Context: an optimization exercise on an open-source flow, tuned for a short achievable clock period and few clock cycles per item. The choices shown serve that exercise and are no tape-out recipe.
In this exercise RTL edits were held to simulation tests only and were not proved equivalent to the original.
Power and IR drop assume default switching activity.

$ cat flow/constraint.sdc
create_clock -name core_clock -period 10.0 [get_ports {ctrl_aclk}]
set_input_delay 2.0000 -clock core_clock [delete_from_list [all_inputs] [get_ports {ctrl_aclk}]]
set_output_delay 2.0000 -clock core_clock [all_outputs]
set_load 0.01 [all_outputs]
$ cat flow/config.mk
export PLATFORM = sky130hd
export DESIGN_NAME = udp_core_top
export DESIGN_NICKNAME = udp_core_top
export VERILOG_FILES = /design/flow/design.v
export SDC_FILE = /design/flow/constraint.sdc
export NUM_CORES = 4
export LEC_CHECK = 0
export CAP_MARGIN = 20
export CORE_MARGIN = 2
export CORE_UTILIZATION = 50
export CTS_CLUSTER_DIAMETER = 80
export CTS_CLUSTER_SIZE = 30
export PLACE_DENSITY = 0.78
export SLEW_MARGIN = 20
$ cat flow/design.v
`timescale 1ns/1ps
module word_fifo #(
    parameter int DEPTH = 64
) (
    input  logic        ctrl_aclk,
    input  logic        ctrl_aresetn,
    input  logic [31:0] wr_data,
    input  logic        wr_valid,
    output logic [31:0] rd_data,
    output logic        rd_valid,
    input  logic        rd_pop
);
    localparam int BD = DEPTH / 2;
    logic [31:0]    mem0 [BD];
    logic [31:0]    mem1 [BD];
    logic [BD-1:0]  wr0_oh;
    logic [BD-1:0]  wr1_oh;
    logic [BD-1:0]  nx0_oh;
    logic [BD-1:0]  nx1_oh;
    logic           wb;         
    logic           rb;         
    logic [31:0]    w2_data;
    logic           w2_v;
    logic           w2_b;
    logic [DEPTH:0] occ;
    logic [31:0]    head0;
    logic [31:0]    head1;
    logic [31:0]    pre0;
    logic [31:0]    pre1;
    logic [31:0]    after0;
    logic [31:0]    after1;
    logic           pop0;
    logic           pop1;
    logic           ge3;
    logic           ge4;
    logic           le1;
    assign rd_valid = !occ[0];
    assign rd_data  = rb ? head1 : head0;
    assign pop0     = rd_pop && !rb;
    assign pop1     = rd_pop && rb;
    assign ge3      = !(occ[0] || occ[1] || occ[2]);
    assign ge4      = ge3 && !occ[3];
    assign le1      = occ[0] || occ[1];
    always_comb begin
        after0 = '0;
        after1 = '0;
        for (int i = 0; i < BD; i++) begin
            after0 = after0 | (mem0[i] & {32{nx0_oh[i]}});
            after1 = after1 | (mem1[i] & {32{nx1_oh[i]}});
        end
    end
    always_ff @(posedge ctrl_aclk) begin
        for (int i = 0; i < BD; i++) begin
            if (wr_valid && !wb && wr0_oh[i]) begin
                mem0[i] <= wr_data;
            end
            if (wr_valid && wb && wr1_oh[i]) begin
                mem1[i] <= wr_data;
            end
        end
        w2_data <= wr_data;
        w2_b    <= wb;
        pre0    <= after0;
        pre1    <= after1;
        if (pop0) begin
            head0 <= (rb ? ge4 : ge3) ? pre0 : w2_data;
        end else if (rb ? le1 : occ[0]) begin
            head0 <= w2_data;
        end
        if (pop1) begin
            head1 <= (rb ? ge3 : ge4) ? pre1 : w2_data;
        end else if (rb ? occ[0] : le1) begin
            head1 <= w2_data;
        end
    end
    always_ff @(posedge ctrl_aclk) begin
        if (!ctrl_aresetn) begin
            wr0_oh <= BD'(1);
            wr1_oh <= BD'(1);
            nx0_oh <= BD'(2);
            nx1_oh <= BD'(2);
            wb     <= 1'b0;
            rb     <= 1'b0;
            w2_v   <= 1'b0;
            occ    <= (DEPTH + 1)'(1);
        end else begin
            w2_v <= wr_valid;
            if (wr_valid) begin
                wb <= !wb;
                if (wb) begin
                    wr1_oh <= {wr1_oh[BD-2:0], wr1_oh[BD-1]};
                end else begin
                    wr0_oh <= {wr0_oh[BD-2:0], wr0_oh[BD-1]};
                end
            end
            if (rd_pop) begin
                rb <= !rb;
            end
            if (pop0) begin
                nx0_oh <= {nx0_oh[BD-2:0], nx0_oh[BD-1]};
            end
            if (pop1) begin
                nx1_oh <= {nx1_oh[BD-2:0], nx1_oh[BD-1]};
            end
            if (w2_v && !rd_pop) begin
                occ <= occ << 1;
            end else if (rd_pop && !w2_v) begin
                occ <= occ >> 1;
            end
        end
    end
endmodule
`timescale 1ns/1ps
module udp_rx_parser (
    input  logic        ctrl_aclk,
    input  logic        ctrl_aresetn,
    input  logic [31:0] eth_rx_data,
    input  logic [3:0]  eth_rx_keep,
    input  logic        eth_rx_last,
    input  logic        eth_rx_valid,
    output logic        eth_rx_ready,
    output logic [31:0] payload_data,
    output logic [3:0]  payload_keep,
    output logic        payload_last,
    output logic        payload_valid,
    input  logic        payload_ready
);
    localparam logic [1:0] S_HDR = 2'd0, S_PAY = 2'd1, S_FLUSH = 2'd2, S_DRAIN = 2'd3;
    function automatic logic [3:0] keep_for(input logic [15:0] n);
        case (n)
            16'd0:   keep_for = 4'b0000;
            16'd1:   keep_for = 4'b0001;
            16'd2:   keep_for = 4'b0011;
            16'd3:   keep_for = 4'b0111;
            default: keep_for = 4'b1111;
        endcase
    endfunction
    logic [1:0]  state;
    logic [3:0]  beat;
    logic [31:0] rx_be;
    logic [47:0] dst_mac;
    logic [31:0] dst_ip;
    logic [15:0] ethertype;
    logic [7:0]  ver_ihl;
    logic [7:0]  proto;
    logic [15:0] udp_len;
    logic [15:0] rem;
    logic [15:0] hold;
    logic        accept;
    logic        rx_fire;
    assign rx_be   = {eth_rx_data[7:0], eth_rx_data[15:8], eth_rx_data[23:16], eth_rx_data[31:24]};
    assign udp_len = rx_be[15:0];
    assign accept = (dst_mac == 48'h02_00_00_00_00_01) && (dst_ip == 32'hc0_a8_00_01)
                 && (ethertype == 16'h0800) && (ver_ihl == 8'h45)
                 && (proto == 8'd17);
    always_comb begin
        case (state)
            S_PAY:   eth_rx_ready = (rem == '0) || payload_ready;
            S_FLUSH: eth_rx_ready = 1'b0;
            default: eth_rx_ready = 1'b1;
        endcase
    end
    assign rx_fire = eth_rx_valid && eth_rx_ready;
    assign payload_valid = (state == S_FLUSH)
                        || ((state == S_PAY) && eth_rx_valid && (rem != '0));
    assign payload_data  = (state == S_FLUSH) ? {16'h0000, hold} : {eth_rx_data[15:0], hold};
    assign payload_keep  = (state == S_FLUSH) ? keep_for((rem > 16'd2) ? 16'd2 : rem)
                                              : keep_for(rem);
    assign payload_last  = (state == S_FLUSH) || (rem <= 16'd4);
    always_ff @(posedge ctrl_aclk) begin
        if (!ctrl_aresetn) begin
            state <= S_HDR;
            beat  <= '0;
        end else begin
            case (state)
                S_HDR: begin
                    if (rx_fire) begin
                        beat <= beat + 4'd1;
                        if ((beat == 4'd9) && !accept) begin
                            state <= S_DRAIN;
                        end
                        if (beat == 4'd10) begin
                            state <= S_PAY;
                        end
                        if (eth_rx_last) begin
                            state <= ((beat == 4'd10) && (rem != '0)) ? S_FLUSH : S_HDR;
                        end
                    end
                end
                S_PAY: begin
                    if (rx_fire && eth_rx_last) begin
                        state <= (rem > 16'd4) ? S_FLUSH : S_HDR;
                    end
                end
                S_FLUSH: begin
                    if (payload_ready) begin
                        state <= S_HDR;
                    end
                end
                default: begin
                    if (rx_fire && eth_rx_last) begin
                        state <= S_HDR;
                    end
                end
            endcase
            if (rx_fire && eth_rx_last) begin
                beat <= '0;
            end
        end
    end
    always_ff @(posedge ctrl_aclk) begin
        if (rx_fire) begin
            if (state == S_HDR) begin
                case (beat)
                    4'd0: dst_mac[47:16] <= rx_be;
                    4'd1: dst_mac[15:0] <= rx_be[31:16];
                    4'd3: begin
                        ethertype <= rx_be[31:16];
                        ver_ihl   <= rx_be[15:8];
                    end
                    4'd5:  proto <= rx_be[7:0];
                    4'd7:  dst_ip[31:16] <= rx_be[15:0];
                    4'd8:  dst_ip[15:0] <= rx_be[31:16];
                    4'd9:  rem <= udp_len - 16'd8;
                    4'd10: hold <= eth_rx_data[31:16];
                    default: ;
                endcase
            end else if (state == S_PAY) begin
                hold <= eth_rx_data[31:16];
                rem  <= (rem > 16'd4) ? rem - 16'd4 : '0;
            end
        end
    end
endmodule
`timescale 1ns/1ps
module udp_tx_framer (
    input  logic        ctrl_aclk,
    input  logic        ctrl_aresetn,
    input  logic        tx_req_valid,
    output logic        tx_req_ready,
    input  logic [47:0] tx_req_dst_mac,
    input  logic [31:0] tx_req_dst_ip,
    input  logic [15:0] tx_req_src_port,
    input  logic [15:0] tx_req_dst_port,
    input  logic [15:0] tx_req_length,
    input  logic [31:0] tx_data_data,
    input  logic        tx_data_valid,
    output logic [31:0] eth_tx_data,
    output logic [3:0]  eth_tx_keep,
    output logic        eth_tx_last,
    output logic        eth_tx_valid,
    input  logic        eth_tx_ready
);
    localparam logic [47:0] SELF_MAC = 48'h02_00_00_00_00_01;
    localparam logic [31:0] SELF_IP  = 32'hc0_a8_00_01;
    function automatic logic [31:0] bswap(input logic [31:0] x);
        bswap = {x[7:0], x[15:8], x[23:16], x[31:24]};
    endfunction
    logic [47:0] r0_mac;
    logic [31:0] r0_ip;
    logic [15:0] r0_sport;
    logic [15:0] r0_dport;
    logic [15:0] r0_len;
    logic        r0_v;
    logic [47:0] nx_mac;
    logic [31:0] nx_ip;
    logic [15:0] nx_sport;
    logic [15:0] nx_dport;
    logic [15:0] nx_len;
    logic [15:0] nx_ip_len;
    logic [15:0] nx_udp_len;
    logic [15:0] nx_rem;
    logic        nx_v;
    logic [47:0] cu_mac;
    logic [31:0] cu_ip;
    logic [15:0] cu_sport;
    logic [15:0] cu_dport;
    logic [15:0] cu_ip_len;
    logic [15:0] cu_udp_len;
    logic        act;
    logic [10:0] wc;         
    logic [15:0] rem;        
    logic        lastf;      
    logic [15:0] pay_left;
    logic        plnz;       
    logic [15:0] hold;
    logic [16:0] ck_a;
    logic [16:0] ck_b;
    logic [17:0] ck_c;
    logic [16:0] ck_d;
    logic [15:0] csum;
    logic [15:0] ck_e;
    logic [31:0] s_data;
    logic        s_v;
    logic [31:0] pf_data;
    logic        pf_v;
    logic        pop;
    logic [31:0] sk_data;
    logic [3:0]  sk_keep;
    logic        sk_last;
    logic        sk_v;
    logic        need;
    logic        fire;
    logic        load;
    logic [31:0] w_data;
    logic [3:0]  w_keep;
    logic        r0_take;
    logic        o_en;
    logic [36:0] o_new;
    logic [36:0] o_cpy_n;
    assign need = wc[10] && plnz;
    assign fire = act && !sk_v && (!need || pf_v);
    assign pop  = fire && need;
    assign load = nx_v && (!act || (fire && lastf));
    assign r0_take = tx_req_valid && tx_req_ready;
    always_ff @(posedge ctrl_aclk) begin
        r0_mac   <= tx_req_dst_mac;
        r0_ip    <= tx_req_dst_ip;
        r0_sport <= tx_req_src_port;
        r0_dport <= tx_req_dst_port;
        r0_len   <= tx_req_length;
        s_data   <= tx_data_data;
        if (!ctrl_aresetn) begin
            r0_v         <= 1'b0;
            s_v          <= 1'b0;
            tx_req_ready <= 1'b0;
            nx_v         <= 1'b0;
        end else begin
            r0_v         <= r0_take;
            s_v          <= tx_data_valid;
            nx_v         <= r0_v || (nx_v && !load);
            tx_req_ready <= !(r0_v || (nx_v && !load)) && !r0_take;
        end
    end
    always_ff @(posedge ctrl_aclk) begin
        if (r0_v) begin
            nx_mac     <= r0_mac;
            nx_ip      <= r0_ip;
            nx_sport   <= r0_sport;
            nx_dport   <= r0_dport;
            nx_len     <= r0_len;
            nx_ip_len  <= r0_len + 16'd28;
            nx_udp_len <= r0_len + 16'd8;
            nx_rem     <= r0_len + 16'd42;
        end
    end
    always_ff @(posedge ctrl_aclk) begin
        if (!ctrl_aresetn) begin
            act <= 1'b0;
        end else if (load) begin
            act <= 1'b1;
        end else if (fire && lastf) begin
            act <= 1'b0;
        end
    end
    always_ff @(posedge ctrl_aclk) begin
        if (load) begin
            cu_mac     <= nx_mac;
            cu_ip      <= nx_ip;
            cu_sport   <= nx_sport;
            cu_dport   <= nx_dport;
            cu_ip_len  <= nx_ip_len;
            cu_udp_len <= nx_udp_len;
            wc         <= 11'd1;
            rem        <= nx_rem;
            lastf      <= (nx_rem <= 16'd4);
            pay_left   <= nx_len;
            plnz       <= (nx_len != 16'd0);
            hold       <= 16'h0000;
        end else if (fire) begin
            if (!wc[10]) begin
                wc <= wc << 1;
            end
            rem   <= rem - 16'd4;
            lastf <= (rem <= 16'd8);
            if (need) begin
                hold     <= pf_data[31:16];
                pay_left <= pay_left - 16'd4;
                plnz     <= (pay_left > 16'd4);
            end
        end
    end
    always_ff @(posedge ctrl_aclk) begin
        ck_a <= {1'b0, cu_ip[31:16]} + {1'b0, cu_ip[15:0]};
        ck_b <= {1'b0, cu_ip_len} + 17'h085bb;
        ck_c <= {1'b0, ck_a} + {1'b0, ck_b};
        ck_d <= {1'b0, ck_c[15:0]} + {15'd0, ck_c[17:16]};
        csum <= ~ck_e;
    end
    assign ck_e = ck_d[15:0] + {15'd0, ck_d[16]};
    always_comb begin
        w_data = '0;
        if (wc[0]) w_data = w_data | bswap(cu_mac[47:16]);
        if (wc[1]) w_data = w_data | bswap({cu_mac[15:0], SELF_MAC[47:32]});
        if (wc[2]) w_data = w_data | bswap(SELF_MAC[31:0]);
        if (wc[3]) w_data = w_data | bswap({16'h0800, 8'h45, 8'h00});
        if (wc[4]) w_data = w_data | bswap({cu_ip_len, 16'h0000});
        if (wc[5]) w_data = w_data | bswap({16'h0000, 8'h80, 8'd17});
        if (wc[6]) w_data = w_data | bswap({csum, SELF_IP[31:16]});
        if (wc[7]) w_data = w_data | bswap({SELF_IP[15:0], cu_ip[31:16]});
        if (wc[8]) w_data = w_data | bswap({cu_ip[15:0], cu_sport});
        if (wc[9]) w_data = w_data | bswap({cu_dport, cu_udp_len});
        if (wc[10]) w_data = w_data | {(need ? pf_data[15:0] : 16'h0000), hold};
    end
    always_comb begin
        if (rem[15:2] != 14'd0) w_keep = 4'b1111;
        else begin
            case (rem[1:0])
                2'd0:    w_keep = 4'b0000;
                2'd1:    w_keep = 4'b0001;
                2'd2:    w_keep = 4'b0011;
                default: w_keep = 4'b0111;
            endcase
        end
    end
    always_ff @(posedge ctrl_aclk) begin
        if (!ctrl_aresetn) begin
            eth_tx_valid <= 1'b0;
            sk_v         <= 1'b0;
        end else if (!eth_tx_valid || eth_tx_ready) begin
            eth_tx_valid <= sk_v || fire;
            sk_v         <= 1'b0;
        end else if (fire) begin
            sk_v <= 1'b1;
        end
    end
    assign o_en  = !eth_tx_valid || eth_tx_ready;
    assign o_new = sk_v ? {sk_last, sk_keep, sk_data} : {lastf, w_keep, w_data};
    always_ff @(posedge ctrl_aclk) begin
        {eth_tx_last, eth_tx_keep, eth_tx_data} <= o_en ? o_new : ~o_cpy_n;
        if (o_en) begin
            o_cpy_n <= ~o_new;
        end
        if (fire) begin
            sk_data <= w_data;
            sk_keep <= w_keep;
            sk_last <= lastf;
        end
    end
    word_fifo #(.DEPTH(64)) pay_fifo (
        .ctrl_aclk    (ctrl_aclk),
        .ctrl_aresetn (ctrl_aresetn),
        .wr_data      (s_data),
        .wr_valid     (s_v),
        .rd_data      (pf_data),
        .rd_valid     (pf_v),
        .rd_pop       (pop)
    );
endmodule
`timescale 1ns/1ps
module udp_core_top (
    input  logic        ctrl_aclk,
    input  logic        ctrl_aresetn,
    input  logic [31:0] eth_rx_data,
    input  logic [3:0]  eth_rx_keep,
    input  logic        eth_rx_last,
    input  logic        eth_rx_valid,
    output logic        eth_rx_ready,
    output logic [31:0] eth_tx_data,
    output logic [3:0]  eth_tx_keep,
    output logic        eth_tx_last,
    output logic        eth_tx_valid,
    input  logic        eth_tx_ready,
    input  logic        tx_req_valid,
    output logic        tx_req_ready,
    input  logic [47:0] tx_req_dst_mac,
    input  logic [31:0] tx_req_dst_ip,
    input  logic [15:0] tx_req_src_port,
    input  logic [15:0] tx_req_dst_port,
    input  logic [15:0] tx_req_length,
    input  logic [31:0] tx_data_data,
    input  logic [3:0]  tx_data_keep,
    input  logic        tx_data_last,
    input  logic        tx_data_valid,
    output logic [31:0] rx_payload_data,
    output logic [3:0]  rx_payload_keep,
    output logic        rx_payload_last,
    output logic        rx_payload_valid,
    input  logic        rx_payload_ready
);
    logic [31:0] ri_data;
    logic        ri_last;
    logic        ri_v;
    logic [31:0] rs_data;
    logic        rs_last;
    logic        rs_v;
    logic        ri_ready;
    logic        rs_v_n;
    logic [31:0] rxp_data;
    logic [3:0]  rxp_keep;
    logic        rxp_last;
    logic        rxp_valid;
    logic        rxp_fire;
    logic [31:0] os_data;
    logic [3:0]  os_keep;
    logic        os_last;
    logic        os_v;
    logic        o_en;
    logic [36:0] o_new;
    logic [36:0] o_cpy_n;
    always_comb begin
        if (!ri_v || ri_ready) begin
            rs_v_n = 1'b0;
        end else begin
            rs_v_n = rs_v || eth_rx_valid;
        end
    end
    always_ff @(posedge ctrl_aclk) begin
        if (!ctrl_aresetn) begin
            ri_v         <= 1'b0;
            rs_v         <= 1'b0;
            eth_rx_ready <= 1'b1;
        end else begin
            if (!ri_v || ri_ready) begin
                ri_v <= rs_v || eth_rx_valid;
            end
            rs_v         <= rs_v_n;
            eth_rx_ready <= !rs_v_n;
        end
    end
    always_ff @(posedge ctrl_aclk) begin
        if (!ri_v || ri_ready) begin
            ri_data <= rs_v ? rs_data : eth_rx_data;
            ri_last <= rs_v ? rs_last : eth_rx_last;
        end
        if (!rs_v) begin
            rs_data <= eth_rx_data;
            rs_last <= eth_rx_last;
        end
    end
    udp_rx_parser rx_parser (
        .ctrl_aclk     (ctrl_aclk),
        .ctrl_aresetn  (ctrl_aresetn),
        .eth_rx_data   (ri_data),
        .eth_rx_keep   (4'b1111),
        .eth_rx_last   (ri_last),
        .eth_rx_valid  (ri_v),
        .eth_rx_ready  (ri_ready),
        .payload_data  (rxp_data),
        .payload_keep  (rxp_keep),
        .payload_last  (rxp_last),
        .payload_valid (rxp_valid),
        .payload_ready (!os_v)
    );
    assign rxp_fire = rxp_valid && !os_v;
    always_ff @(posedge ctrl_aclk) begin
        if (!ctrl_aresetn) begin
            rx_payload_valid <= 1'b0;
            os_v             <= 1'b0;
        end else if (!rx_payload_valid || rx_payload_ready) begin
            rx_payload_valid <= os_v || rxp_fire;
            os_v             <= 1'b0;
        end else if (rxp_fire) begin
            os_v <= 1'b1;
        end
    end
    assign o_en  = !rx_payload_valid || rx_payload_ready;
    assign o_new = os_v ? {os_last, os_keep, os_data} : {rxp_last, rxp_keep, rxp_data};
    always_ff @(posedge ctrl_aclk) begin
        {rx_payload_last, rx_payload_keep, rx_payload_data} <= o_en ? o_new : ~o_cpy_n;
        if (o_en) begin
            o_cpy_n <= ~o_new;
        end
        if (!os_v) begin
            os_data <= rxp_data;
            os_keep <= rxp_keep;
            os_last <= rxp_last;
        end
    end
    udp_tx_framer tx_framer (
        .ctrl_aclk       (ctrl_aclk),
        .ctrl_aresetn    (ctrl_aresetn),
        .tx_req_valid    (tx_req_valid),
        .tx_req_ready    (tx_req_ready),
        .tx_req_dst_mac  (tx_req_dst_mac),
        .tx_req_dst_ip   (tx_req_dst_ip),
        .tx_req_src_port (tx_req_src_port),
        .tx_req_dst_port (tx_req_dst_port),
        .tx_req_length   (tx_req_length),
        .tx_data_data    (tx_data_data),
        .tx_data_valid   (tx_data_valid),
        .eth_tx_data     (eth_tx_data),
        .eth_tx_keep     (eth_tx_keep),
        .eth_tx_last     (eth_tx_last),
        .eth_tx_valid    (eth_tx_valid),
        .eth_tx_ready    (eth_tx_ready)
    );
endmodule
$ cat flow/flow/run.sh
#!/bin/bash
# The standard layout, with timing repair asked to leave extra setup slack.
set -euo pipefail
export SETUP_SLACK_MARGIN=7.3
bash standard.sh > flow_make.log 2>&1
$ cat flow/standard.sh
#!/bin/bash
# synth_recipe.tcl (not shown) runs the flow's synth.tcl, then flattens the netlist and writes it again
# the make line also repeats each setting of config.mk as NAME=value (left out here)
make -C /OpenROAD-flow-scripts/flow DESIGN_CONFIG=/design/flow/config.mk WORK_HOME=/design/flow/orfs CLKGATE_MAP_FILE= SYNTH_SCRIPT=/design/flow/synth_recipe.tcl "${@:-finish}"
==> flow_metrics.py <==
metrics = {
    "run_status": {
        "status": "finished clean",
    },
    "sta": {
        "fmax_mhz": 299.6,
        "hold_viol": 0,
        "finalSetupTns_ns": 0,
        "finalSetupViolCount": 0,
        "slew-limit-headroom_pct": 21.33,
        "period_share_pct": 33.38,
        "skew_ns": 0.06220,
        "rsz0062_at_grt": "yes",
        "layout_min_cycle_time_ns": 3.338,
        "tightest_slew_ns": 1.180,
        "drv_slew": 0,
    },
    "global_routing": {
        "grt_pass1_wl_mm": 481.9,
        "overflow": 0,
        "antenna_found_initial": 16,
        "grt_pass1_vias": 67540,
        "grt_max_degree": 123,
        "grt_use_total_pct": 26.98,
    },
    "die": {
        "die-area_um2": 247500,
        "die_height_um": 497.5,
        "die_w_um": 497.5,
        "coreArea_um2": 242800,
        "start_util_pct": 50.16,
        "ios": 287,
        "rows": 181,
    },
    "power_and_ir_drop": {
        "vdd_drop_max_mv": 0.1877,
        "powerDensity_nw_per_um2": 181.2,
        "p_leak_uw": 0.04354,
        "p_total_uw": 24210,
    },
    "yosys": {
        "synth_simple_gate_area_share_pct": 4.797,
        "ys_warn_count": 6,
        "synth_area_um2": 121800,
        "synthAdderAreaFrac_pct": 0.6349,
        "syn_area_per_cell_um2": 16.83,
        "synth_compound_area_share_pct": 8.978,
        "ys_types": 68,
        "ys.flop_type": "edfxtp_1",
        "synth_nets": 7506,
        "synth_top_family_by_area": "compound AO/OA/AOI/OAI gates",
        "muxShareOfSynthArea_pct": 2.927,
        "ys_seq_area_share_pct": 79.95,
        "synthXorXnorAreaFrac_pct": 1.057,
        "synth-edff-count": 2783,
        "ys_ff_latch": 3472,
        "async_flop_share_pct": 0,
        "postSynthCellCount": 7237,
    },
    "setup_path": {
        "slowest_delay_ns": 0.37,
        "cp_slowest_cell": "dfxtp_2",
        "cp_top_family": "flip-flops",
        "worstSetupPathType": "register to output port",
        "cp.arrival_ns": 1.34,
        "crit_required_ns": 8.00,
        "cp-end-kind": "output port",
        "critPathBufInv": 1,
        "startpoint_type": "register",
        "path_cells": "buf_6",
        "crit_fanout": 1,
    },
    "placed_design": {
        "port_buffers": 277,
        "dpl_cell_area_um2": 128400,
        "hpwl_mm": 181.6,
        "gp_congestion": 0.8618,
    },
    "clocking": {
        "ctsHoldBuffers": 0,
        "cts-buffers-inserted": 143,
        "cts_buffer_depth": 3,
        "cts_sinks": 3472,
        "cts_tree": "done",
        "root_buffer": "clkbuf_16",
        "clkTransAtPathRegs_ns": 0.11,
        "h-tree-depth": 4,
        "clock_latency_ns": 0.89,
    },
    "routing": {
        "post_drt_wl_per_cell_um": 32.10,
        "drc": 0,
        "num_vias": 71020,
        "first_pass_iters": 12,
        "drt-initial-drc-count": 13850,
        "ant_nets": 0,
        "viasPerCell": 6.597,
        "wirelength_mm": 345.6,
    },
    "cells_and_area": {
        "fill_cells": 18020,
        "area_growth_pct": 9.687,
        "design_area_um2": 133600,
        "fin_nets": 7707,
        "layout-drive-gt1-share_pct": 10.40,
    },
    "hold_path": {
        "worstHoldPathType": "register to register",
    },
    "run": {
        "cap_violations": 0,
    },
}
## power breakdown
part | leakage, µW | switching [µW] | internal, µW
Sequential | 0.0311 | 294 | 15900
Clock | 0.00218 | 4420 | 2910
Combinational | 0.0102 | 404 | 299
Total | 0.0435 | 5110 | 19100
## worst reg2reg max path, delay by kind of cell, from the launching register on
| family | cells | cell delay (ns) |
|---|---|---|
| multiplexers | 1 | 0.12 |
| AND/OR/NAND/NOR | 4 | 1.24 |
| AO/OA/AOI/OAI | 2 | 0.53 |
| flip-flops | 1 | 0.45 |
| buffers and inverters | 1 | 0.15 |
## per-stage QoR
stage	utilization (%)	std cells	hold slack, ns	setup WS [ns]
after floorplan	-	7237	0.3855	7.163
after global placement	52.89	10460	0.3892	5.521
after detailed placement	52.89	10460	0.3887	5.405
after CTS	54.86	10750	0.3725	6.608
after global routing	55.02	10760	0.3796	6.608
final	55.02	10770	0.3721	6.662
## layout make-up
| type | count | area, µm² | area share (%) |
|---|---|---|---|
| multi-input combinational | 3235 | 22570 | 16.89 |
| antenna | 6 | 15.01 | 0.01124 |
| timing repair buffer | 462 | 4240 | 3.174 |
| clock buffer | 230 | 3989 | 2.986 |
| timing repair inverter | 2 | 17.52 | 0.01311 |
| clock inverter | 35 | 615.6 | 0.4608 |
| sequential | 3472 | 97600 | 73.07 |
| inverter | 122 | 524.3 | 0.3925 |
| tap | 3202 | 4006 | 2.999 |
## final timing paths
path | start | end | slack (ns) | cells past startpoint
worst max-delay path | tx_framer.eth_tx_data[22] | eth_tx_data[22] | 6.66 | 1
worst min-delay path | tx_framer.r0_dport[2] | tx_framer.nx_dport[2] | 0.37 | 0
worst max register to register | rx_parser.rem[7] | rx_payload_keep[0] | 7.34 | 8
worst min register to register | tx_framer.r0_dport[2] | tx_framer.nx_dport[2] | 0.37 | 0
## cells by family after synthesis
kind of cell    Yosys count
simple gates           1181
compound gates         1500
flops                  3472
buf+inv                 533
mux                     344
xor+xnor                147
fa+ha+maj                60
## cells in the final DEF (no fill, tap or decap), drive strengths merged, types with 8 or more instances in the layout
master            n
xor2             56
or4              72
nand2b           13
a222oi           24
o211ai           13
nor2b            12
and2             34
mux2i           247
nor2            241
clkdlybuf4s50   199
nor4b             8
or3              14
a21oi           248
and3             18
ha               57
clkbuf          231
a211oi           24
nor3             31
dfxtp           689
o21ai            50
nor4             39
a221oi          136
o22ai            11
inv             132
a22o            137
buf             261
nand3           182
edfxtp         2783
nand2           352
a22oi           798
o31ai            13
clkinv           26
mux2             97
nand4           152
xnor2            91
## sequential cells by signal (all words and copies together) (netlist names), 37 cells and up
name / count
o_cpy_n: 37
rx_parser.dst_mac: 48
tx_framer.cu_mac: 48
tx_framer.nx_mac: 48
tx_framer.o_cpy_n: 37
tx_framer.pay_fifo.mem0: 1024
tx_framer.pay_fifo.mem1: 1024
tx_framer.pay_fifo.occ: 65
tx_framer.r0_mac: 48
## cell usage after synthesis (6+ instances only)
| library cell | instances | area share, % |
|---|---|---|
| nand3_1 | 181 | 0.74 |
| mux2_2 | 95 | 0.88 |
| and2_1 | 34 | 0.17 |
| or3_1 | 13 | 0.067 |
| o21a_1 | 6 | 0.037 |
| nand2_1 | 352 | 1.1 |
| dfxtp_1 | 689 | 11 |
| nor4_1 | 38 | 0.20 |
| a211oi_1 | 24 | 0.15 |
| nor3_1 | 29 | 0.12 |
| o211ai_1 | 13 | 0.080 |
| and3_1 | 18 | 0.092 |
| buf_2 | 11 | 0.045 |
| a221oi_1 | 136 | 0.98 |
| nor4b_1 | 8 | 0.058 |
| o31ai_1 | 13 | 0.080 |
| xnor2_1 | 91 | 0.65 |
| nor2_1 | 239 | 0.74 |
| inv_1 | 119 | 0.37 |
| a22oi_1 | 798 | 4.9 |
| o22ai_1 | 11 | 0.057 |
| clkbuf_1 | 363 | 1.1 |
| or4_1 | 70 | 0.43 |
| xor2_1 | 56 | 0.40 |
| a21oi_1 | 248 | 1.0 |
| a31oi_1 | 7 | 0.036 |
| a222oi_1 | 24 | 0.20 |
| a22o_1 | 137 | 0.99 |
| or2_2 | 7 | 0.036 |
| edfxtp_1 | 2783 | 69 |
| nand2b_1 | 12 | 0.062 |
| o21ai_0 | 48 | 0.20 |
| mux2i_1 | 247 | 2.0 |
| nand4_1 | 151 | 0.78 |
| buf_1 | 36 | 0.11 |
| a21o_1 | 6 | 0.037 |
| ha_1 | 57 | 0.59 |
| nor2b_1 | 12 | 0.062 |
## per-layer routing
| metal | GRT usage, % | part of all wire, % | vias up |
|---|---|---|---|
| met5 | 0 | 0.015 | - |
| met4 | 11.83 | 5.1 | 8 |
| met3 | 7.069 | 15 | 1048 |
| met2 | 42.65 | 46 | 6023 |
| met1 | 35.35 | 34 | 35210 |
| li1 | - | - | 28730 |
## timing repair
action,in CTS,in global routing
pin swaps,7,5
resized for setup,407,53
endpoints found under the setup margin,1604,287
hold endpoints to repair,0,0
gates cloned,5,3
setup buffers,13,10
Testbench counts, summed over its fixed seeds: cycles 52,143, tx frames 1,200.

-- port drivers added, routing unchanged --
How much do the figures lean on ideal ports? The routed layout below was timed once more, with nothing changed but the port constraints.
Step 1, drivers: a clkbuf_16 drives ctrl_aclk and a buf_2 each remaining input, both assumed.
Step 2 adds t to the input delays and takes it off the output delays; t is the mean of the earliest and latest rising clock arrival at the registers after step 1. Input paths then give back, and output paths get back, about the clock's delay inside the block.
a / b / c = no drivers / after step 1 / after step 2; a / b = the first two.
t (ns): 0.960
setup WS [ns]: 6.662 / 6.558 / 6.392
latest minus earliest clock arrival (ns): 0.063 / 0.064
pins driven straight from the clock port: 1
After both steps this run still meets setup and hold. The setup slack of this run moves by -0.104 ns with the drivers and by -0.270 ns with both steps.
